This is an optimization exercise on Yosys and OpenROAD, whose aim is small area, a short achievable clock period and few clock cycles per item, not a production implementation. No run shown here included a check of the RTL's function; only the layout flow was run.

## flow/design.v (module list and top-level ports; edited modules follow where they fit)
// module dct8_stream: 2617 lines
// module dct_fa: 10 lines
// module dct_ha: 9 lines
// module dct_add: 14 lines
// module dct_carry: 31 lines
// module dct_carry_ci: 13 lines
// module dct_sum: 11 lines
// module dct_sum_co: 12 lines
// module dct_out: 19 lines
module dct8_stream #(
    parameter int IN_W        = 8,
    parameter int OUT_W       = 14,
    parameter int LEVEL_SHIFT = 0
) (
    input  logic                    clk,
    input  logic                    rst,
    input  logic                    en,
    input  logic                    in_valid,
    output logic                    in_ready,
    input  logic [IN_W-1:0]         x0,
    input  logic [IN_W-1:0]         x1,
    input  logic [IN_W-1:0]         x2,
    input  logic [IN_W-1:0]         x3,
    input  logic [IN_W-1:0]         x4,
    input  logic [IN_W-1:0]         x5,
    input  logic [IN_W-1:0]         x6,
    input  logic [IN_W-1:0]         x7,
    output logic                    out_valid,
    input  logic                    out_ready,
    output logic signed [OUT_W-1:0] y0,
    output logic signed [OUT_W-1:0] y1,
    output logic signed [OUT_W-1:0] y2,
    output logic signed [OUT_W-1:0] y3,
    output logic signed [OUT_W-1:0] y4,
    output logic signed [OUT_W-1:0] y5,
    output logic signed [OUT_W-1:0] y6,
    output logic signed [OUT_W-1:0] y7
);
  // ...
==> flow/flow/run.sh <==
#!/bin/bash
# Standard ORFS layout, with repair_timing aiming below the clock period and
# plain buffers on the ports.
set -euo pipefail
bash standard.sh SETUP_SLACK_MARGIN=7.2 "BUFFER_PORTS_ARGS=-buffer_cell sky130_fd_sc_hd__buf_2" finish > standard_flow.log 2>&1
==> flow/standard.sh <==
#!/bin/bash
# synth_recipe.tcl (not shown) runs the flow's synth.tcl, then flattens the netlist and writes it again
# the make line also repeats each setting of config.mk as NAME=value (left out here)
make -C /OpenROAD-flow-scripts/flow DESIGN_CONFIG=/design/flow/config.mk WORK_HOME=/design/flow/orfs CLKGATE_MAP_FILE= SYNTH_SCRIPT=/design/flow/synth_recipe.tcl "${@:-finish}"
==> flow/config.mk <==
export PLATFORM = sky130hd
export DESIGN_NAME = dct8_stream
export DESIGN_NICKNAME = dct8_stream
export VERILOG_FILES = /design/flow/design.v
export SDC_FILE = /design/flow/constraint.sdc
export NUM_CORES = 4
export LEC_CHECK = 0
export CAP_MARGIN = 20
export CORE_MARGIN = 2
export CORE_UTILIZATION = 50
export SLEW_MARGIN = 20
export SYNTH_HIERARCHICAL = 1
==> flow/constraint.sdc <==
create_clock -name core_clock -period 12.0 [get_ports {clk}]
set_input_delay 2.4000 -clock core_clock [delete_from_list [all_inputs] [get_ports {clk}]]
set_output_delay 2.4000 -clock core_clock [all_outputs]
set_load 0.01 [all_outputs]
==> metrics.md, run 1 <==
| Metric | Value |
|---|---|
| Total CTS buffers | 37 |
| # resized after CTS | 30 |
| Family with the most delay on the worst path | adder cells |
| DR pass1 iterations | 5 |
| Filler cells | 5663 |
| Number of remaining DRC errors | 0 |
| Reg2reg start | a3_r[0] |
| Met3 wire len | 7460 um |
| Drt total wl | between 80000 and 90000 um |
| Placer's final routability congestion estimate | about 0.95 |
| Setup ws final | 7190 ps |
| Global-route track usage on met2 | 0.400 |
| Max reg flops | 64 |
| Synthesized area | 34700 um2 |
| Hold path start | sk[4][2] |
| Wire per inst | 23.6 um |
| Register area | 8550 um2 |
| Slowest stage delay, CP | between 500 and 600 ps |
| Fraction of area in registers | 0.215 |
| Final worst-path cycle share | 0.401 |
| Outcome | no timing/DRC/antenna violations |
| Setup violators final | 0 |
| Maximum clock insertion buffer count | 3 |
| Layout cell share with drive strength beyond 1 | 0.205 |
| Pin count of the biggest net entering global routing | 75 |
| Critical path arrival | 5150 ps |
| Biggest register | sk |
| Multi-input combinational area share | 0.654 |
| Buffers excl. clock | approximately 320 |
| Routed vias | 21000 |
| CP max FO | 4 |
| Max Cap Viol | 0 |
| Critical path endpoint category | register |
| Hold endpoint | sk[4][2] |
==> run 2: changes to the inputs <==
==> flow/flow/run.sh (replaced) <==
#!/bin/bash
# Standard ORFS layout, with repair_timing aiming below the clock period and
# plain buffers on the ports.
set -euo pipefail
bash standard.sh SETUP_SLACK_MARGIN=7.4 "BUFFER_PORTS_ARGS=-buffer_cell sky130_fd_sc_hd__buf_2" finish > standard_flow.log 2>&1
==> run 2 against run 1 <==
Still clean. Register-to-register slack is essentially flat. Clock-buffer cell count grew 1. Sequential share of layout area shrank 0.60 points. Highest routed layer is now met5.
==> metrics.md, run 2 <==
| Metric | Value |
|---|---|
| Setup violators final | 0 (unchanged) |
| Final Hold Fails | 0 |
| Critical path endpoint category | register |
| Placed Area | ~37000 um2 |
| Layout area overhead | 17.9% |
| Max Cap Viol | 0 (unchanged) |
| Final worst-path cycle share | 0.402 (+0.00107) |
| Slowest stage delay, CP | 600 ps (+80 ps) |
| Drt total wl | 91400 um (+1.7%) |
| Die area | 71600 um2 |
| Initial drt markers | 1402 |
| Filler cells | 5502 (-2.8%) |
| Warnings from Yosys | 27 |
| Biggest register | sk |
| Setup Skew | 23.6 ps |
| Commonest cells after routing, fill and taps aside | 718 x fa_1, 240 x edfxtp_1, 226 x ha_1 |
| Placer's final routability congestion estimate | 0.899 (-4.9%) |
| DR pass1 iterations | 5 (unchanged) |
| Rows | 96 |
| Clock latency (worst-skew pair) | 590 ps |
| CP max FO | 3 (-1) |
| Crit path launch type | register |
| Fin area | 40900 um2 |
| Fmax | 0.207 GHz |
| CTS tree | done |
| Clock sink count | 307 |
| H-Tree Depth | 2 |
| Die X | approximately 270 um |
| CP required | approximately 12000 ps |
| Worst Tran Pin Value | 1030 ps |
| RSZ-0062 raised after global routing | true |
| Critical path's most frequent cell | fa_1 |
| Max reg flops | 64 (unchanged) |
| Vias in the first global route | 23700 |
| Final HPWL DP | just over 70000 um |
| Port-buffer cells | 178 |
| Total Nets Final | 4011 |
| Core Area | 68700 um2 |
| Number of remaining DRC errors | 0 (unchanged) |
| Most common cell after layout, fill and taps aside | fa_1 |
| Crit path cell chain | ha_2 > fa_2 > a21oi_4 > nor2b_1 > nor2_1 > xor2_1 > fa_1 > fa_1 > fa_1 > ha_2 > fa_2 > a21o_1 > a21oi_2 > xnor2_1 |
| Total CTS buffers | 39 (+5.4%) |
| Wire per inst | 23.5 um (-0.34%) |
| CP max-delay cell | xor2_1 |
| Initial antenna violation count | 2 |
| Routed vias | 21500 (+2.7%) |
| Fin crit period | 4820 ps |
| IO Pins | 183 |
| Outcome | no timing/DRC/antenna violations |
| Slew Limit Fails | 0 |
| Vias per cell | 5.54 |
| Slew margin rel. | 0.311 |
| Post-route ant nets | 0 |
| First-pass GRT wire length | 140000 um |
| Min-delay worst type | reg2reg |
| Maximum clock insertion buffer count | 3 (unchanged) |
| Initial Utilization | 0.506 |
| Synth Area per Inst | 14.2 um2 |
| Die span in y | 268 um |
| Diodes inserted | 0 |
| Clock-pin slew on the worst setup and hold paths | 60 ps |
| Synthesized area | 34700 um2 (unchanged) |
| Syn Inst Count | 2447 |
| Root Buffer | clkbuf_16 |
| CP Class | reg2reg |
| Critical path arrival | 5140 ps (about the same) |
| Pin count of the biggest net entering global routing | 75 (unchanged) |
| Setup TNS | 0 ps |
| Total grt overflow | 0 |
| GR Util All Layers | 0.266 |
| Layout cell share with drive strength beyond 1 | 0.248 (+0.0429) |
| Post-CTS Hold Fix Bufs | 0 |
## run 2: worst paths after layout
| path | startpoint | end | slack (ps) | cells past startpoint |
|---|---|---|---|---|
| worst max-delay path | a1_r[0] | t2_u0r[4] | 7180 | 14 |
| worst min-delay path | sk[1][0] | sk[1][0] | 490 | 1 |
| worst max register to register | a1_r[0] | t2_u0r[4] | 7180 | 14 |
| worst min register to register | sk[1][0] | sk[1][0] | 490 | 1 |
## run 2: repair_timing
action / CTS / global route
resized for setup: 64 / 41
pin swaps: 34 / 34
endpoints found under the setup margin: 44 / 44
buffers inserted: 125 / 55
## run 2: cell type report
type                            instances  area (um2)  area share
Multi-Input combinational cell       2020       26400       0.644
Sequential cell                       307        8550       0.209
Timing Repair Buffer                  391        2890      0.0706
Tap cell                              931        1160      0.0285
Clock buffer                           45        1010      0.0246
Inverter                              167         629      0.0154
Clock inverter                         27         337     0.00822
## run 2: stage by stage
step / utilization / cells / worst slack, ps / hold WS, ps
2_1_floorplan: - / 2537 / 6540 / 460
5_1_grt: 0.596 / 3888 / 7040 / 512
3_3_place_gp: 0.544 / 3636 / 6600 / 476
6_report: 0.596 / 3888 / 7180 / 489
3_5_place_dp: 0.544 / 3636 / 6530 / 479
4_1_cts: 0.586 / 3833 / 7170 / 491
## run 2: worst max-delay path, delay by kind of cell (launching register included)
family / cells / cell delay [ps]
adder cells (fa/ha/maj): 7 / 2700
XOR/XNOR: 2 / 670
AO/OA/AOI/OAI: 3 / 540
flip-flops: 1 / 400
AND/OR/NAND/NOR: 2 / 260
## run 2: layer usage
layer / track usage / share of wire / vias to the layer above
met2: 0.442 / 0.49 / 769
li1: - / - / 9325
met1: 0.355 / 0.40 / 11300
met5: 0 / 0.00014 / -
met3: 0.0549 / 0.074 / 171
met4: 0.0787 / 0.032 / 2
==> run 3: changes to the inputs <==
==> flow/flow/run.sh (replaced) <==
#!/bin/bash
# Standard ORFS layout, with repair_timing aiming below the clock period and
# plain buffers on the ports.
set -euo pipefail
bash standard.sh SETUP_SLACK_MARGIN=7.3 "BUFFER_PORTS_ARGS=-buffer_cell sky130_fd_sc_hd__buf_2" finish > standard_flow.log 2>&1
--- a/flow/config.mk
+++ b/flow/config.mk
@@ -10,3 +10,4 @@
 export CORE_UTILIZATION = 50
 export SLEW_MARGIN = 20
 export SYNTH_HIERARCHICAL = 1
+export TNS_END_PERCENT = 0
==> run 3 against run 2 <==
Still clean. Final cell count down 2.7%. First-iteration DRC count rose by 9.3%. Core utilization down 2.3 points. Sequential share of layout area is 0.81 points higher. Final area is 3.8% lower.
==> metrics.md, run 3 <==
| Metric | Value |
|---|---|
| Initial drt markers | 1533 (+9.3%) |
| Pre-CTS WS | 6320 ps (-204 ps) |
| Clock latency (worst-skew pair) | 570 ps (-20 ps) |
| Root Buffer | clkbuf_16 |
| CP max FO | 5 (+2) |
| Layout area overhead | 13.4% |
| Worst r2r dst | t0_u0r[4] |
| Total CTS buffers | 37 (-5.1%) |
| Number of remaining DRC errors | 0 (unchanged) |
| DR pass1 iterations | 5 (unchanged) |
| Core Area | 68700 um2 (unchanged) |
| Routed vias | 21000 (-2.4%) |
| Maximum clock insertion buffer count | 3 (unchanged) |
| Min-delay worst type | reg2reg |
| Setup Skew | 24.6 ps (+0.974 ps) |
| Slew Limit Fails | 0 (unchanged) |
| First-pass GRT wire length | 137000 um (-1.8%) |
| Rows | 96 (unchanged) |
| Syn Inst Count | 2447 (unchanged) |
| Critical path's most frequent cell | fa_1 |
| CP max-delay cell | fa_1 |
| Vias per cell | 5.55 (+0.28%) |
| Fmax | 0.210 GHz (+1.3%) |
| Hold Path Stages | 1 (unchanged) |
| Die span in y | 268 um (unchanged) |
| Critical path arrival | 5090 ps (-50 ps) |
| Vias in the first global route | 22900 (-3.7%) |
| Die X | 268 um (unchanged) |
| Diodes inserted | 0 (unchanged) |
| Setup TNS | 0 ps (unchanged) |
| Drt total wl | 89600 um (-2.0%) |
| Outcome | no timing/DRC/antenna violations |
| Die area | 71600 um2 (unchanged) |
| Setup ws final | 7240 ps (+60.9 ps) |
| Synth Area per Inst | 14.2 um2 (unchanged) |
| Most common cell after layout, fill and taps aside | fa_1 |
| Max Cap Viol | 0 (unchanged) |
| Placer's final routability congestion estimate | 0.935 (+4.0%) |
| Initial antenna violation count | 1 (-1) |
| Warnings from Yosys | 27 (unchanged) |
| RSZ-0062 raised after global routing | true |
| Pin count of the biggest net entering global routing | 78 (+4.0%) |
| Critical path endpoint category | register |
| H-Tree Depth | 2 (unchanged) |
| Filler cells | 5693 (+3.5%) |
| Final worst-path cycle share | 0.397 (-0.00508) |
| Final HPWL DP | 70200 um (-1.7%) |
| IO Pins | 183 (unchanged) |
| CP required | 12320 ps (about the same) |
| Final Instance Count excl. Fillers | 3783 (-2.7%) |
| Critical Path End | t0_u0r[4] |
| Total grt overflow | 0 (unchanged) |
| Final Hold Fails | 0 (unchanged) |
| Setup violators final | 0 (unchanged) |
| CP Class | reg2reg |
| Commonest cells after routing, fill and taps aside | 746 x fa_1, 248 x ha_1, 240 x edfxtp_1 |
| GR Util All Layers | 0.262 (-0.00393) |
| Fin area | 39400 um2 (-3.8%) |
| Post-route ant nets | 0 (unchanged) |
| Slew margin rel. | 0.324 (+0.0135) |
| Clock-pin slew on the worst setup and hold paths | 60 ps (about the same) |
| Max reg flops | 64 (unchanged) |
| R2R setup slack | 7240 ps (+60 ps) |
| Biggest register | sk |
| Register area | 8550 um2 (about the same) |
| Fin crit period | 4760 ps (-60.9 ps) |
| Reg2reg start | a3_r[6] |
| Worst Tran Pin Value | 1010 ps (-20.2 ps) |
| Layout cell share with drive strength beyond 1 | 0.194 (-0.0536) |
| Synthesized area | 34700 um2 (unchanged) |
| Port-buffer cells | 178 (unchanged) |
| Worst Setup SP | a3_r[6] |
| Clock sink count | 307 (unchanged) |
| Total Nets Final | 3908 (-2.6%) |
| Placed Area | 37100 um2 (-0.85%) |
| Post-CTS Hold Fix Bufs | 0 (unchanged) |
| Wire per inst | 23.7 um (+0.72%) |
| Cells after DPL | 3634 (-0.055%) |
| FF-to-FF path depth | 11 (-3) |
| Crit path launch type | register |
| Slowest stage delay, CP | 580 ps (-20 ps) |
| Crit path cell chain | buf_4 > fa_1 > ha_1 > fa_1 > fa_1 > fa_1 > fa_1 > fa_1 > a21o_1 > a21oi_1 > xnor2_1 |
| Multi-input logic area | 25900 um2 (-1.8%) |
| CTS tree | done |
| Initial Utilization | 0.506 (unchanged) |
-- run 3: worst min path at each step --
stage / from / end / slack (ps)
detailed placement: sk[4][2] / sk[4][2] / 490
finish: sk[4][2] / sk[4][2] / 500
CTS: sk[4][2] / sk[4][2] / 500
floorplan: sk[4][6] / sk[4][6] / 460
global route: sk[4][2] / sk[4][2] / 520
global placement: sk[4][2] / sk[4][2] / 490
-- run 3: layout make-up --
cell class                      instances  area share
Multi-Input combinational cell       2020       0.657
Tap cell                              931      0.0296
Inverter                              167      0.0159
Clock buffer                           43      0.0251
Sequential cell                       307       0.217
Clock inverter                         25     0.00635
Timing Repair Buffer                  290      0.0487
-- run 3: critical path, delay by kind of cell (launching register included) --
kind | cells | cell delay (ps)
buffers and inverters | 1 | 210
AOI/OAI and AO/OA | 2 | 370
adders and majority gates | 7 | 3340
xor gates and xnor gates | 1 | 90
DFF | 1 | 500
-- run 3: per-layer routing --
layer / wire [um] / track usage / vias to the layer above
li1: - / - / 9125
met1: 39100 / 0.373 / 11000
met2: 40500 / 0.399 / 750
met3: 7270 / 0.0693 / 147
met4: 2770 / 0.0761 / 0
met5: 0 / 0 / -
-- run 3: metrics by stage --
step / utilization / hold WS, ps
after CTS: 0.567 / 501
after global placement: 0.539 / 488
after floorplan: - / 463
after detailed placement: 0.540 / 487
final: 0.573 / 501
after global routing: 0.573 / 518
-- run 3: what timing repair did --
| action | in CTS | in global routing |
|---|---|---|
| pin swaps | 12 | 15 |
| endpoints found under the setup margin | 36 | 30 |
| setup buffers | 49 | 32 |
| endpoints found under the hold margin | 0 | 0 |
| resized for setup | 33 | 23 |
==> run 4: changes to the inputs <==
==> flow/flow/run.sh (replaced) <==
#!/bin/bash
# Standard ORFS layout, with repair_timing aiming below the clock period and
# plain buffers on the ports.
set -euo pipefail
bash standard.sh SETUP_SLACK_MARGIN=7.5 "BUFFER_PORTS_ARGS=-buffer_cell sky130_fd_sc_hd__buf_2" finish > standard_flow.log 2>&1
--- a/flow/config.mk
+++ b/flow/config.mk
@@ -5,9 +5,9 @@
 export SDC_FILE = /design/flow/constraint.sdc
 export NUM_CORES = 4
 export LEC_CHECK = 0
+export ABC_AREA = 1
 export CAP_MARGIN = 20
 export CORE_MARGIN = 2
 export CORE_UTILIZATION = 50
 export SLEW_MARGIN = 20
 export SYNTH_HIERARCHICAL = 1
-export TNS_END_PERCENT = 0
==> run 4 against run 3 <==
Worst setup slack better by 300 ps. Wire length increased by 1.7%. First-iteration DRC count down 5.7%. Sequential share of layout area fell by 1.4 points. Global-route usage is 0.69 points lower. Critical endpoint is now t6_u0r[4]. Register-to-register slack improved by 300 ps. Hold slack worse by 12 ps. Final cell count rose by 29%. Via count grew 17%.
==> metrics.md, run 4 <==
| Metric | Value |
|---|---|
| Total Nets Final | 4976 (+27%) |
| Synth Area per Inst | 10.7 um2 (-25%) |
| Setup ws final | 7540 ps (+299 ps) |
| Critical path endpoint category | register |
| DR pass1 iterations | 5 (unchanged) |
| Final Hold Fails | 0 (unchanged) |
| Worst r2r dst | t6_u0r[4] |
| Pin count of the biggest net entering global routing | 91 (+17%) |
| Maximum clock insertion buffer count | 3 (unchanged) |
| Slew Limit Fails | 0 (unchanged) |
| Setup violators final | 0 (unchanged) |
| Initial Utilization | 0.504 (-0.00145) |
| Initial drt markers | 1445 (-5.7%) |
| FF-to-FF path depth | 18 (+7) |
| Wire per inst | 18.7 um (-21%) |
| Number of remaining DRC errors | 0 (unchanged) |
| Die area | 75500 um2 (+5.4%) |
| Min-delay worst type | reg2reg |
| CP required | 12350 ps (+30 ps) |
| Clock-pin slew on the worst setup and hold paths | 60 ps (about the same) |
| Outcome | no timing/DRC/antenna violations |
| Max reg flops | 64 (unchanged) |
| Layout cell share with drive strength beyond 1 | 0.161 (-0.0336) |
| Setup Skew | 29.9 ps (+5.38 ps) |
| Reg2reg start | a3_r[5] |
| Filler cells | 6247 (+9.7%) |
| Synthesized area | 36700 um2 (+5.5%) |
| CP max-delay cell | fa_1 |
| Clock sink count | 307 (unchanged) |
| Crit path cell chain | inv_2 > ha_2 > nand2_2 > inv_1 > a21oi_2 > nand2_1 > nand2_2 > nand2_4 > fa_1 > fa_1 > fa_1 > fa_1 > ha_2 > fa_2 > nand2_1 > nand2_1 > nand3_1 > nand2_1 |
| Warnings from Yosys | 27 (unchanged) |
| Clock latency (worst-skew pair) | 600 ps (+30 ps) |
| Fmax | 0.224 GHz (+6.7%) |
| Layout area overhead | 15.1% |
| Syn Inst Count | 3433 (+40%) |
| First-pass GRT wire length | 144000 um (+5.3%) |
| Max Cap Viol | 0 (unchanged) |
| Post-route ant nets | 0 (unchanged) |
| Total grt overflow | 0 (unchanged) |
| Rows | 99 (+3.1%) |
| GR Util All Layers | 0.256 (-0.00690) |
| Most common cell after layout, fill and taps aside | nand2_1 |
| R2R setup slack | 7540 ps (+300 ps) |
| Commonest cells after routing, fill and taps aside | 928 x nand2_1, 740 x fa_1, 377 x inv_1 |
| CP max FO | 6 (+1) |
| CTS tree | done |
| Die X | 275 um (+2.7%) |
| Vias per cell | 5.02 (-9.5%) |
| Final hold slack | 489 ps (-11.9 ps) |
| Crit path launch type | register |
| Die span in y | 275 um (+2.7%) |
| Critical Path End | t6_u0r[4] |
| Critical path arrival | 4810 ps (-280 ps) |
| Diodes inserted | 0 (unchanged) |
| Routed vias | 24500 (+17%) |
| Root Buffer | clkbuf_16 |
| Core Area | 72700 um2 (+5.8%) |
| Biggest register | sk |
| Final HPWL DP | 72300 um (+2.9%) |
| Family with the most delay on the worst path | adder cells |
| H-Tree Depth | 2 (unchanged) |
| Final worst-path cycle share | 0.372 (-0.0250) |
| Slowest stage delay, CP | 520 ps (-60 ps) |
| Crit. path cell count | 18 (+7) |
| RSZ-0062 raised after global routing | true |
| Drt total wl | 91100 um (+1.7%) |
| CP Class | reg2reg |
| Worst Tran Pin Value | 984 ps (-30.0 ps) |
| Placer's final routability congestion estimate | 0.906 (-3.1%) |
| Port-buffer cells | 178 (unchanged) |
| Setup TNS | 0 ps (unchanged) |
| Initial antenna violation count | 1 (unchanged) |
| Pre-CTS WS | 7020 ps (+698 ps) |
| Slew margin rel. | 0.344 (+0.0200) |
| Total CTS buffers | 40 (+8.1%) |
| Fin crit period | 4460 ps (-299 ps) |
| Worst Setup SP | a3_r[5] |
| IO Pins | 183 (unchanged) |
| Vias in the first global route | 25700 (+12%) |
| WP buf/inv | 2 (+1) |
## run 4: layer usage
metal / vias to the layer above / GRT usage / part of all wire
met1: 12100 / 0.331 / 0.41
met4: 0 / 0.0850 / 0.037
met2: 679 / 0.444 / 0.50
li1: 11600 / - / -
met3: 164 / 0.0359 / 0.053
met5: - / 0 / 0
## run 4: worst min-delay path by stage
stage                  start        to  slack, ps  depth (start not counted)
finish              sk[4][3]  sk[4][3]        490                          2
global route        sk[4][3]  sk[4][3]        510                          2
CTS                 sk[4][3]  sk[4][3]        500                          2
detailed placement  sk[4][3]  sk[4][3]        480                          2
global placement    sk[4][3]  sk[4][3]        480                          2
floorplan           sk[4][0]  sk[4][0]        450                          2
## run 4: layout make-up
class                           instances  area [um2]  share of cell area
Inverter                              395        1490              0.0352
Clock buffer                           48        1080              0.0257
Timing Repair Buffer                  359        2590              0.0613
Multi-Input combinational cell       2788       27000               0.640
Clock inverter                         25         288             0.00682
Sequential cell                       307        8550               0.203
Tap cell                              959        1200              0.0284
## run 4: metrics by stage
step                      cell area (um2)  instances   util
after floorplan                     37100       3536      -
after global placement              39000       4652  0.536
after detailed placement            39000       4652  0.536
after CTS                           41100       4784  0.565
after global routing                42200       4881  0.580
final                               42200       4881  0.580
## run 4: what timing repair did
item	4_1_cts	5_1_grt
setup endpoints to repair	34	25
buffers inserted	59	96
pin swaps	4	13
hold buffers	0	0
gates resized for setup	27	53
## run 4: tightest hold or removal path: stages (launching register included)
cell and delay (ps):
dfxtp_1 310, nand2_1 50, nand2_1 90

[static timing again, ports no longer ideal]
The flow's constraints put no driver on any port. The routed layouts listed below were extracted and timed again, unchanged, in two steps. Step 1, drivers: a clkbuf_16 drives clk and a buf_2 each remaining input, both assumed. Step 2 times the ports against the registers' clock, not the clock port: input delays grow and output delays shrink by t, the midpoint of the rising clock arrivals with the driver on. a / b / c = ideal ports / drivers / drivers and shift; a / b = the first two.
| run | shift t [ns] | setup slack, ns | worst setup path at the end | pins driven straight from the clock port |
|---|---|---|---|---|
| run 1 | 0.631 | 7.190 / 7.190 / 6.901 | input to register | 1 |
| run 2 | 0.635 | 7.177 / 7.177 / 6.995 | input to register | 1 |
| run 3 | 0.622 | 7.238 / 7.238 / 6.767 | input to register | 1 |
| run 4 | 0.644 | 7.537 / 7.537 / 7.297 | input to register | 1 |
After both steps every run listed still meets setup and hold. The setup slack of run 3, which loses most, moves by 0.000 ns with the drivers and by -0.471 ns with both steps.
